From an optimization exercise on the open Yosys and OpenROAD flow, aimed at small area, a short achievable clock period and few clock cycles per item; shortcuts taken in it are not production practice.
RTL that was checked went through simulation tests only; none was proved equivalent to the original.
Power figures rest on the tool's default switching activity, not on a simulated workload.

==> inputs of run a <==
==> flow/design.v <==
module sha256_msg_sched #(
  parameter int IN_W   = 8,
  parameter int ROUNDS = 64
) (
  input  logic            clk,
  input  logic            rst,
  input  logic            abort,
  input  logic [IN_W-1:0] in_data,
  input  logic            in_valid,
  output logic            in_ready,
  output logic [31:0]     w_data,
  output logic [5:0]      w_idx,
  output logic            w_valid,
  input  logic            w_ready,
  output logic            busy,
  output logic            dbg_state
);
  logic [31:0] r_a [16];   
  logic [31:0] r_f [16];   
  logic [15:0] r_fv;       
  logic [31:0] r_s0x;      
  logic [31:0] r_s0a;      
  logic [31:0] r_e;        
  logic [31:0] r_s1x;      
  logic [31:0] r_out;      
  logic [31:0] r_h;        
  logic [23:0] r_pk;       
  logic [1:0]  r_b;        
  logic        r_hv;       
  logic [3:0]  r_hidx;
  logic [3:0]  r_lidx;     
  logic        r_v;        
  logic [5:0]  r_idxn;     
  logic [3:0]  r_ph;       
  logic [3:0]  r_fwe;      
  logic        r_alx;      
  logic        r_alc;      
  logic        r_nrdy;     
  logic        r_busy;
  logic [5:0]  r_idx;
  logic        w_fin;      
  logic        w_cmpl;     
  logic        w_fwr;
  logic        w_gona;     
  logic        w_gosel;    
  logic        w_xfer;
  logic        w_comp;
  logic [31:0] w_new;
  logic [15:0] w_fv;
  logic        w_relabel_c, w_hv0, w_allv;
  logic [3:0]  w_ph1, w_d0, w_d1, w_fwe0, w_fwe1;
  logic        w_rdy0, w_rdy1;
  logic [5:0]  w_nnxt0, w_nnxt1;
  logic        w_ax0, w_ax1, w_ac0, w_ac1;
  logic [1:0]  n_b;
  logic        n_hv, n_v;
  logic [3:0]  n_hidx, n_lidx, n_ph, n_fwe;
  logic [5:0]  n_idx;
  function automatic logic [31:0] f_sigma0(input logic [31:0] x);
    f_sigma0 = ((x >> 7) | (x << 25)) ^ ((x >> 18) | (x << 14)) ^ (x >> 3);
  endfunction
  function automatic logic [31:0] f_sigma1(input logic [31:0] x);
    f_sigma1 = ((x >> 17) | (x << 15)) ^ ((x >> 19) | (x << 13)) ^ (x >> 10);
  endfunction
  function automatic logic [3:0] f_fwe(input logic hv, input logic [3:0] d,
                                       input logic [15:0] fv);
    f_fwe[0] = hv & (d == 4'd4)  & ~fv[5];
    f_fwe[1] = hv & (d == 4'd8)  & ~fv[9];
    f_fwe[2] = hv & (d == 4'd12) & ~fv[13];
    f_fwe[3] = hv & (d == 4'd0)  & ~fv[1];
  endfunction
  function automatic logic f_ax(input logic [5:0] nxt, input logic [3:0] ph,
                                input logic fv0, input logic allv);
    f_ax = (nxt[5:4] == 2'd0) & (ph == nxt[3:0]) & fv0 & ((nxt[3:0] != 4'd0) | allv);
  endfunction
  function automatic logic f_ac(input logic [5:0] nxt, input logic [3:0] ph);
    f_ac = (nxt[5:4] != 2'd0) & (ph == nxt[3:0]);
  endfunction
  assign r_idx     = ~r_idxn;
  assign in_ready  = ~r_nrdy;
  assign w_valid   = r_v;
  assign dbg_state = r_v;
  assign w_data    = r_out;
  assign w_idx     = r_idx;
  assign busy      = r_busy;
  assign w_fin   = in_valid & ~r_nrdy;
  assign w_cmpl  = w_fin & (r_b == 2'd3);
  assign w_fwr   = |r_fwe;
  assign w_gona  = ~r_v | w_ready;
  assign w_gosel = (r_alx | r_alc) & w_gona;
  assign w_xfer  = r_alx & w_gona & ~abort;
  assign w_comp  = r_alc & w_gona & ~abort;
  assign w_new   = r_s1x + r_e;
  always_comb begin
    for (int k = 0; k < 15; k++) w_fv[k] = r_fv[k+1];
    w_fv[3]  = r_fwe[0] | r_fv[4];
    w_fv[7]  = r_fwe[1] | r_fv[8];
    w_fv[11] = r_fwe[2] | r_fv[12];
    w_fv[15] = r_fwe[3] | (r_fv[0] & ~w_xfer);
    if (abort) w_fv = 16'd0;
  end
  assign w_relabel_c = (r_lidx == 4'd0) & (r_idx == 6'd63) & ~r_v & ~r_hv & ~(|r_fv);
  assign w_ph1  = r_ph + 4'd1;
  assign w_hv0  = r_hv & ~w_fwr;                        
  assign w_d0   = r_hidx - w_ph1;
  assign w_d1   = r_lidx - (w_relabel_c ? 4'd15 : w_ph1);
  assign w_fwe0 = f_fwe(w_hv0, w_d0, r_fv);
  assign w_fwe1 = f_fwe(1'b1, w_d1, r_fv);
  assign w_rdy0 = (r_b != 2'd3) | ~w_hv0 | (|w_fwe0);
  assign w_rdy1 = (r_b != 2'd2) | ~w_hv0 | (|w_fwe0);
  assign w_allv = (r_fwe[2] | r_fv[12]) & r_fv[11] & r_fv[10] & r_fv[9] &
                  (r_fwe[1] | r_fv[8]) & r_fv[7] & r_fv[6] & r_fv[5] &
                  (r_fwe[0] | r_fv[4]) & r_fv[3] & r_fv[2] & r_fv[1];
  assign w_nnxt0 = r_idx + 6'd1;
  assign w_nnxt1 = r_idx + 6'd2;
  assign w_ax0  = f_ax(w_nnxt0, w_ph1, r_fv[1], w_allv);
  assign w_ax1  = f_ax(w_nnxt1, w_ph1, r_fv[1], w_allv);
  assign w_ac0  = f_ac(w_nnxt0, w_ph1);
  assign w_ac1  = f_ac(w_nnxt1, w_ph1);
  always_comb begin
    n_b    = w_fin ? r_b + 2'd1 : r_b;
    n_hv   = w_cmpl | w_hv0;
    n_hidx = w_cmpl ? r_lidx : r_hidx;
    n_lidx = w_cmpl ? r_lidx + 4'd1 : r_lidx;
    n_ph   = (w_cmpl & w_relabel_c) ? 4'd15 : w_ph1;
    n_v    = w_gosel | (r_v & ~w_ready);
    n_idx  = w_gosel ? r_idx + 6'd1 : r_idx;
    n_fwe  = w_cmpl ? w_fwe1 : w_fwe0;
    if (abort) begin
      n_b    = 2'd0;
      n_hv   = 1'b0;
      n_lidx = 4'd0;
      n_v    = 1'b0;
      n_idx  = 6'd63;
      n_fwe  = 4'd0;
    end
  end
  always_ff @(posedge clk or posedge rst) begin
    if (rst) begin
      r_b    <= 2'd0;
      r_hv   <= 1'b0;
      r_lidx <= 4'd0;
      r_v    <= 1'b0;
      r_idxn <= 6'd0;
      r_fv   <= 16'd0;
      r_fwe  <= 4'd0;
      r_alx  <= 1'b0;
      r_alc  <= 1'b0;
      r_nrdy <= 1'b0;
      r_busy <= 1'b0;
    end else begin
      r_b    <= n_b;
      r_hv   <= n_hv;
      r_lidx <= n_lidx;
      r_v    <= n_v;
      r_idxn <= ~n_idx;
      r_fv   <= w_fv;
      r_fwe  <= n_fwe;
      r_alx  <= ~abort & (w_gosel ? w_ax1 : w_ax0);
      r_alc  <= ~abort & (w_gosel ? w_ac1 : w_ac0);
      r_nrdy <= ~abort & ~(w_fin ? w_rdy1 : w_rdy0);
      r_busy <= ~abort & ((w_fin ? (r_b != 2'd3) : (r_b != 2'd0)) | w_cmpl | w_hv0 |
                          (|r_fv[15:1]) | w_fwr | (r_fv[0] & ~(r_alx & w_gona)) |
                          w_gosel | (r_v & ~w_ready) |
                          (w_gosel ? (r_idx != 6'd62) : (r_idx != 6'd63)));
    end
  end
  always_ff @(posedge clk) begin
    r_ph   <= n_ph;
    r_hidx <= n_hidx;
    if (w_fin && r_b != 2'd3) r_pk <= {r_pk[15:0], in_data};
    if (w_cmpl) r_h <= {r_pk, in_data};
    if (w_comp)      r_out <= w_new;
    else if (w_xfer) r_out <= r_f[0];
    for (int i = 0; i < 15; i++) r_f[i] <= r_f[i+1];
    if (r_fwe[0]) r_f[3]  <= r_h;
    if (r_fwe[1]) r_f[7]  <= r_h;
    if (r_fwe[2]) r_f[11] <= r_h;
    if (r_fwe[3]) r_f[15] <= r_h;
    else          r_f[15] <= r_f[0];
    for (int i = 0; i < 15; i++) r_a[i] <= r_a[i+1];
    if (w_comp)      r_a[15] <= w_new;
    else if (w_xfer) r_a[15] <= r_f[0];
    else             r_a[15] <= r_a[0];
    r_s0x <= f_sigma0(r_a[4]);
    r_s0a <= r_s0x + r_a[2];
    r_e   <= r_s0a + r_a[10];
    r_s1x <= f_sigma1(r_a[15]);
  end
endmodule
==> flow/run.sh <==
#!/bin/bash
# synth_recipe.tcl (not shown) runs the flow's synth.tcl, then flattens the netlist and writes it again
# the make line also repeats each setting of config.mk as NAME=value (left out here)
make -C /OpenROAD-flow-scripts/flow DESIGN_CONFIG=/design/flow/config.mk WORK_HOME=/design/flow/orfs CLKGATE_MAP_FILE= SYNTH_SCRIPT=/design/flow/synth_recipe.tcl finish
==> flow/config.mk <==
export PLATFORM = sky130hd
export DESIGN_NAME = sha256_msg_sched
export DESIGN_NICKNAME = sha256_msg_sched
export VERILOG_FILES = /design/flow/design.v
export SDC_FILE = /design/flow/constraint.sdc
export NUM_CORES = 4
export LEC_CHECK = 0
export CAP_MARGIN = 20
export CORE_MARGIN = 2
export CORE_UTILIZATION = 55
export CTS_BUF_LIST = sky130_fd_sc_hd__clkbuf_8
export CTS_CLUSTER_DIAMETER = 45
export CTS_CLUSTER_SIZE = 20
export SETUP_SLACK_MARGIN = 2.1
export SLEW_MARGIN = 20
==> flow/constraint.sdc <==
create_clock -name core_clock -period 4.6 [get_ports {clk}]
set_input_delay 0.9200 -clock core_clock [delete_from_list [all_inputs] [get_ports {clk}]]
set_output_delay 0.9200 -clock core_clock [all_outputs]
set_load 0.01 [all_outputs]
==> run b (differences from run a) <==
==> flow/flow/run.sh (new file) <==
#!/bin/bash
# Standard layout (the standard.sh), except that
#  - synthesis maps logic with a delay-driven abc script (flow/abc_fast.script)
#    and without the full/half-adder cell step; registers are mapped before abc
#    runs, exactly as in synth_recipe.tcl, so they are the standard ones;
#  - every input and output port is buffered with buf_4 rather than the
#    default (a slow delay buffer that the resizer may not swap);
#  - clock tree synthesis adds no dummy loads.
# Each step's full log is in orfs/logs/; make's own output is in flow_make.log.
set -euo pipefail
here=$(pwd)
{
  echo 'proc abc {args} {'
  echo '  set i [lsearch $args -script]'
  echo "  if {\$i >= 0} { lset args [expr {\$i+1}] $here/flow/abc_fast.script }"
  echo '  yosys abc {*}$args'
  echo '}'
  cat synth_recipe.tcl
} > my_synth.tcl
cts="-sink_clustering_enable -repair_clock_nets -sink_clustering_size 20 -sink_clustering_max_diameter 45 -buf_list sky130_fd_sc_hd__clkbuf_8 -dont_use_dummy_load"
extra="ADDER_MAP_FILE= ABC_CLOCK_PERIOD_IN_PS=1500 CTS_ARGS=\"$cts\" BUFFER_PORTS_ARGS=\"-buffer_cell sky130_fd_sc_hd__buf_4\""
sed -e "s#SYNTH_SCRIPT=[^ ]*#SYNTH_SCRIPT=$here/my_synth.tcl $extra#" standard.sh > my_standard.sh
bash my_standard.sh > flow_make.log 2>&1
==> flow/flow/abc_fast.script (new file) <==
&get -n
&st
&if -g
&st
&dch
&nf {D}
&put
buffer -c
topo
stime -c
upsize -c {D}
dnsize -c {D}
==> flow/standard.sh (new file) <==
#!/bin/bash
# synth_recipe.tcl (not shown) runs the flow's synth.tcl, then flattens the netlist and writes it again
# the make line also repeats each setting of config.mk as NAME=value (left out here)
make -C /OpenROAD-flow-scripts/flow DESIGN_CONFIG=/design/flow/config.mk WORK_HOME=/design/flow/orfs CLKGATE_MAP_FILE= SYNTH_SCRIPT=/design/flow/synth_recipe.tcl "${@:-finish}"
--- a/flow/config.mk
+++ b/flow/config.mk
@@ -11,5 +11,5 @@
 export CTS_BUF_LIST = sky130_fd_sc_hd__clkbuf_8
 export CTS_CLUSTER_DIAMETER = 45
 export CTS_CLUSTER_SIZE = 20
-export SETUP_SLACK_MARGIN = 2.1
+export SETUP_SLACK_MARGIN = 2.2
 export SLEW_MARGIN = 20
removed: flow/run.sh
==> run c (differences from run a) <==
==> flow/flow/run.sh (new file) <==
#!/bin/bash
# Standard layout (the standard.sh), except that
#  - synthesis maps logic with a delay-driven abc script (flow/abc_fast.script)
#    and without the full/half-adder cell step; registers are mapped before abc
#    runs, exactly as in synth_recipe.tcl, so they are the standard ones;
#  - every input and output port is buffered with buf_4 rather than the
#    default (a slow delay buffer that the resizer may not swap);
#  - clock tree synthesis adds no dummy loads.
# Each step's full log is in orfs/logs/; make's own output is in flow_make.log.
set -euo pipefail
here=$(pwd)
{
  echo 'proc abc {args} {'
  echo '  set i [lsearch $args -script]'
  echo "  if {\$i >= 0} { lset args [expr {\$i+1}] $here/flow/abc_fast.script }"
  echo '  yosys abc {*}$args'
  echo '}'
  cat synth_recipe.tcl
} > my_synth.tcl
cts="-sink_clustering_enable -repair_clock_nets -sink_clustering_size 20 -sink_clustering_max_diameter 45 -buf_list sky130_fd_sc_hd__clkbuf_8 -dont_use_dummy_load"
extra="ADDER_MAP_FILE= ABC_CLOCK_PERIOD_IN_PS=1500 CTS_ARGS=\"$cts\" BUFFER_PORTS_ARGS=\"-buffer_cell sky130_fd_sc_hd__buf_4\""
sed -e "s#SYNTH_SCRIPT=[^ ]*#SYNTH_SCRIPT=$here/my_synth.tcl $extra#" standard.sh > my_standard.sh
bash my_standard.sh > flow_make.log 2>&1
==> flow/flow/abc_fast.script (new file) <==
&get -n
&st
&if -g
&st
&dch
&nf {D}
&put
buffer -c
topo
stime -c
upsize -c {D}
dnsize -c {D}
==> flow/standard.sh (new file) <==
#!/bin/bash
# synth_recipe.tcl (not shown) runs the flow's synth.tcl, then flattens the netlist and writes it again
# the make line also repeats each setting of config.mk as NAME=value (left out here)
make -C /OpenROAD-flow-scripts/flow DESIGN_CONFIG=/design/flow/config.mk WORK_HOME=/design/flow/orfs CLKGATE_MAP_FILE= SYNTH_SCRIPT=/design/flow/synth_recipe.tcl "${@:-finish}"
--- a/flow/config.mk
+++ b/flow/config.mk
@@ -7,9 +7,9 @@
 export LEC_CHECK = 0
 export CAP_MARGIN = 20
 export CORE_MARGIN = 2
-export CORE_UTILIZATION = 55
+export CORE_UTILIZATION = 48
 export CTS_BUF_LIST = sky130_fd_sc_hd__clkbuf_8
 export CTS_CLUSTER_DIAMETER = 45
 export CTS_CLUSTER_SIZE = 20
-export SETUP_SLACK_MARGIN = 2.1
+export SETUP_SLACK_MARGIN = 2.2
 export SLEW_MARGIN = 20
removed: flow/run.sh
==> reports/results.tsv <==
metric	value	unit
bufs w/o clock	104	
largest net degree at the start of global routing	95	
multiplexer area fraction after synthesis	3.972	%
outcome	no timing/DRC/antenna violations	
Synth Area in Adders	0.1437	%
-- figures above: run c

==> reports/results.tsv <==
metric	value	unit
max-cap viol count	0	
outcome	no timing/DRC/antenna violations	
Synth Area in Adders	0.1437	%
multiplexer area fraction after synthesis	3.972	%
bufs w/o clock	94	
-- figures above: run b

==> reports/results.tsv <==
metric	value	unit
outcome	no timing/DRC/antenna violations	
Synth Area in Adders	3.893	%
largest net degree at the start of global routing	47	
multiplexer area fraction after synthesis	4.152	%
IO Count	55	
final instance count without filler cells	3790	
-- figures above: run a

Testbench counts of run a, summed over its fixed seeds: cycles 12,720, blocks 192.
Testbench counts of run b, summed over its fixed seeds: cycles 12,720, blocks 192.
Testbench counts of run c, summed over its fixed seeds: cycles 12,720, blocks 192.

---

==> build 69 <==
Starts from the design.v that is shown in full above.
clock: 4.6 ns
lec_check: 0
cap_margin: 20
core_margin: 2
core_utilization: 55
cts_buf_list: sky130_fd_sc_hd__clkbuf_8
cts_cluster_diameter: 45
cts_cluster_size: 20
setup_slack_margin: 2.2
slew_margin: 20
standard.sh (not shown) runs the stock make flow with config.mk's settings and CLKGATE_MAP_FILE= SYNTH_SCRIPT=/design/flow/synth_recipe.tcl, a recipe that flattens the netlist after the stock synthesis.
==> flow/flow/run.sh <==
#!/bin/bash
# Standard layout (the standard.sh), except that
#  - synthesis maps logic with a delay-driven abc script (flow/abc_fast.script)
#    and without the full/half-adder cell step; registers are mapped before abc
#    runs, exactly as in synth_recipe.tcl, so they are the standard ones;
#  - every input and output port is buffered with buf_4 rather than the
#    default (a slow delay buffer that the resizer may not swap);
#  - clock tree synthesis adds no dummy loads.
# Each step's full log is in orfs/logs/; make's own output is in flow_make.log.
set -euo pipefail
here=$(pwd)
{
  echo 'proc abc {args} {'
  echo '  set i [lsearch $args -script]'
  echo "  if {\$i >= 0} { lset args [expr {\$i+1}] $here/flow/abc_fast.script }"
  echo '  yosys abc {*}$args'
  echo '}'
  cat synth_recipe.tcl
} > my_synth.tcl
cts="-sink_clustering_enable -repair_clock_nets -sink_clustering_size 24 -sink_clustering_max_diameter 60 -buf_list {sky130_fd_sc_hd__clkbuf_8 sky130_fd_sc_hd__clkbuf_16} -dont_use_dummy_load"
extra="ADDER_MAP_FILE= ABC_CLOCK_PERIOD_IN_PS=1500 CTS_ARGS=\"$cts\" BUFFER_PORTS_ARGS=\"-buffer_cell sky130_fd_sc_hd__buf_4\""
sed -e "s#SYNTH_SCRIPT=[^ ]*#SYNTH_SCRIPT=$here/my_synth.tcl $extra#" standard.sh > my_standard.sh
bash my_standard.sh > flow_make.log 2>&1
==> flow/flow/abc_fast.script <==
&get -n
&st
&if -g
&st
&dch
&nf {D}
&put
buffer -c
topo
stime -c
upsize -c {D}
dnsize -c {D}
==> inputs of build 84, as changes to build 69 <==
==> flow/run.sh (new file) <==
#!/bin/bash
# synth_recipe.tcl (not shown) runs the flow's synth.tcl, then flattens the netlist and writes it again
# the make line also repeats each setting of config.mk as NAME=value (left out here)
make -C /OpenROAD-flow-scripts/flow DESIGN_CONFIG=/design/flow/config.mk WORK_HOME=/design/flow/orfs CLKGATE_MAP_FILE= SYNTH_SCRIPT=/design/flow/synth_recipe.tcl finish
Settings changed: SETUP_SLACK_MARGIN 2.2 to 1.6.
removed: flow/flow/run.sh
removed: flow/flow/abc_fast.script
removed: flow/standard.sh
==> inputs of build 8, as changes to build 69 <==
--- a/flow/design.v
+++ b/flow/design.v
@@ -48,2 +48,3 @@
   logic [31:0] w_new;
+  logic [31:0] w_a15;      
   logic [15:0] w_fv;
@@ -93,2 +94,3 @@
   assign w_new   = r_s1x + r_e;
+  assign w_a15   = w_comp ? w_new : (w_xfer ? r_f[0] : r_a[0]);
   always_comb begin
@@ -172,4 +174,3 @@
     if (w_cmpl) r_h <= {r_pk, in_data};
-    if (w_comp)      r_out <= w_new;
-    else if (w_xfer) r_out <= r_f[0];
+    if (w_comp | w_xfer) r_out <= w_a15;
     for (int i = 0; i < 15; i++) r_f[i] <= r_f[i+1];
@@ -181,5 +182,3 @@
     for (int i = 0; i < 15; i++) r_a[i] <= r_a[i+1];
-    if (w_comp)      r_a[15] <= w_new;
-    else if (w_xfer) r_a[15] <= r_f[0];
-    else             r_a[15] <= r_a[0];
+    r_a[15] <= w_a15;
     r_s0x <= f_sigma0(r_a[4]);
--- a/flow/flow/run.sh
+++ b/flow/flow/run.sh
@@ -19,3 +19,3 @@
 } > my_synth.tcl
-cts="-sink_clustering_enable -repair_clock_nets -sink_clustering_size 24 -sink_clustering_max_diameter 60 -buf_list {sky130_fd_sc_hd__clkbuf_8 sky130_fd_sc_hd__clkbuf_16} -dont_use_dummy_load"
+cts="-sink_clustering_enable -repair_clock_nets -sink_clustering_size 20 -sink_clustering_max_diameter 45 -buf_list sky130_fd_sc_hd__clkbuf_8 -dont_use_dummy_load"
 extra="ADDER_MAP_FILE= ABC_CLOCK_PERIOD_IN_PS=1500 CTS_ARGS=\"$cts\" BUFFER_PORTS_ARGS=\"-buffer_cell sky130_fd_sc_hd__buf_4\""
Settings changed: SETUP_SLACK_MARGIN 2.2 to 2.3.
==> summary of the runs <==
Build 8 finished clean. Build 69 passed the timing, DRC and antenna checks. Build 84 ran to the end with no violations. Critical path depth: build 8 is higher than build 69 (1). Setup slack, lowest first: build 84, build 69, build 8. In flip-flop and latch count, build 84 and build 8 do not differ. In build 69 the global-route usage is higher than in build 84, by 3.7 points. First-iteration DRC count: build 69 > build 8 > build 84. The lowest via count belongs to build 84, the highest to build 69.
==> figures <==
| metric | build 84 | build 69 | build 8 |
|---|---|---|---|
| Amount of wire on met2 after detailed routing | 33,600 um | 40,900 um | 41,100 um |
| Biggest fanout along the worst timing path | 3 | 6 | 5 |
| Final Non-Filler Cells | 3,710 | 3,808 | 3,818 |
| Largest net degree at the start of global routing | 42 | 95 | 39 |
| Internal cell power | 14.7 mW | 16.2 mW | 13.7 mW |
| Final Instance Area | 40,800 sq um | 41,000 sq um | 41,300 sq um |
| CTS clk-pin slew, worst paths | 0.11 ns | 0.08 ns | 0.11 ns |
| Leakage power of the design | 17.1 nW | 15.1 nW | 15.0 nW |
| Power consumed by sequential cells | 11.4 mW | 13.3 mW | 11.4 mW |
| Share of post-route cells with drive strength above 1 | 0.148 | 0.153 | 0.203 |
| Die span in x | 261 um | 262 um | 261 um |
| Result of the run | finished clean | finished clean | finished clean |
| Clock latency of the later-clocked register in the worst-skew pair | 0.73 ns | 0.63 ns | 0.75 ns |
| Post-cts resize count | 9 | 80 | 141 |
Testbench counts of build 69, summed over its fixed seeds: cycles 12,720, blocks 192.
Testbench counts of build 84, summed over its fixed seeds: cycles 12,720, blocks 192.
For build 8, only the layout was checked, not whether the RTL still works.

-- afterwards: timing with drivers on the ports --
No port has a modelled driver above. Below, the same layouts with a new extraction and two added sets of constraints. Step 1, drivers: a clkbuf_16 drives clk and a buf_2 each remaining input, both assumed. Step 2 moves the port delays by t, midway between the first and last clock arrival at a register: inputs arrive t later, outputs are due t later. That takes back most of the time a late clock gives input paths. a / b / c = ideal / step 1 / step 2; a / b = the first two.
run	shift t [ns]	setup slack, ns	worst setup path after step 2
run a	0.776	1.777 / 1.777 / 1.445	input to register
run b	0.761	2.237 / 2.212 / 1.686	input to register
run c	0.773	2.134 / 2.134 / 1.673	input to register
build 69	0.663	2.183 / 2.183 / 1.637	input to register
build 84	0.775	1.667 / 1.667 / 1.472	input to register
build 8	0.753	2.193 / 2.193 / 1.862	input to register
After both steps every run listed still meets setup and hold. For run b, which loses most, drivers alone change the setup slack by -0.025 ns; drivers and shift together by -0.551 ns.
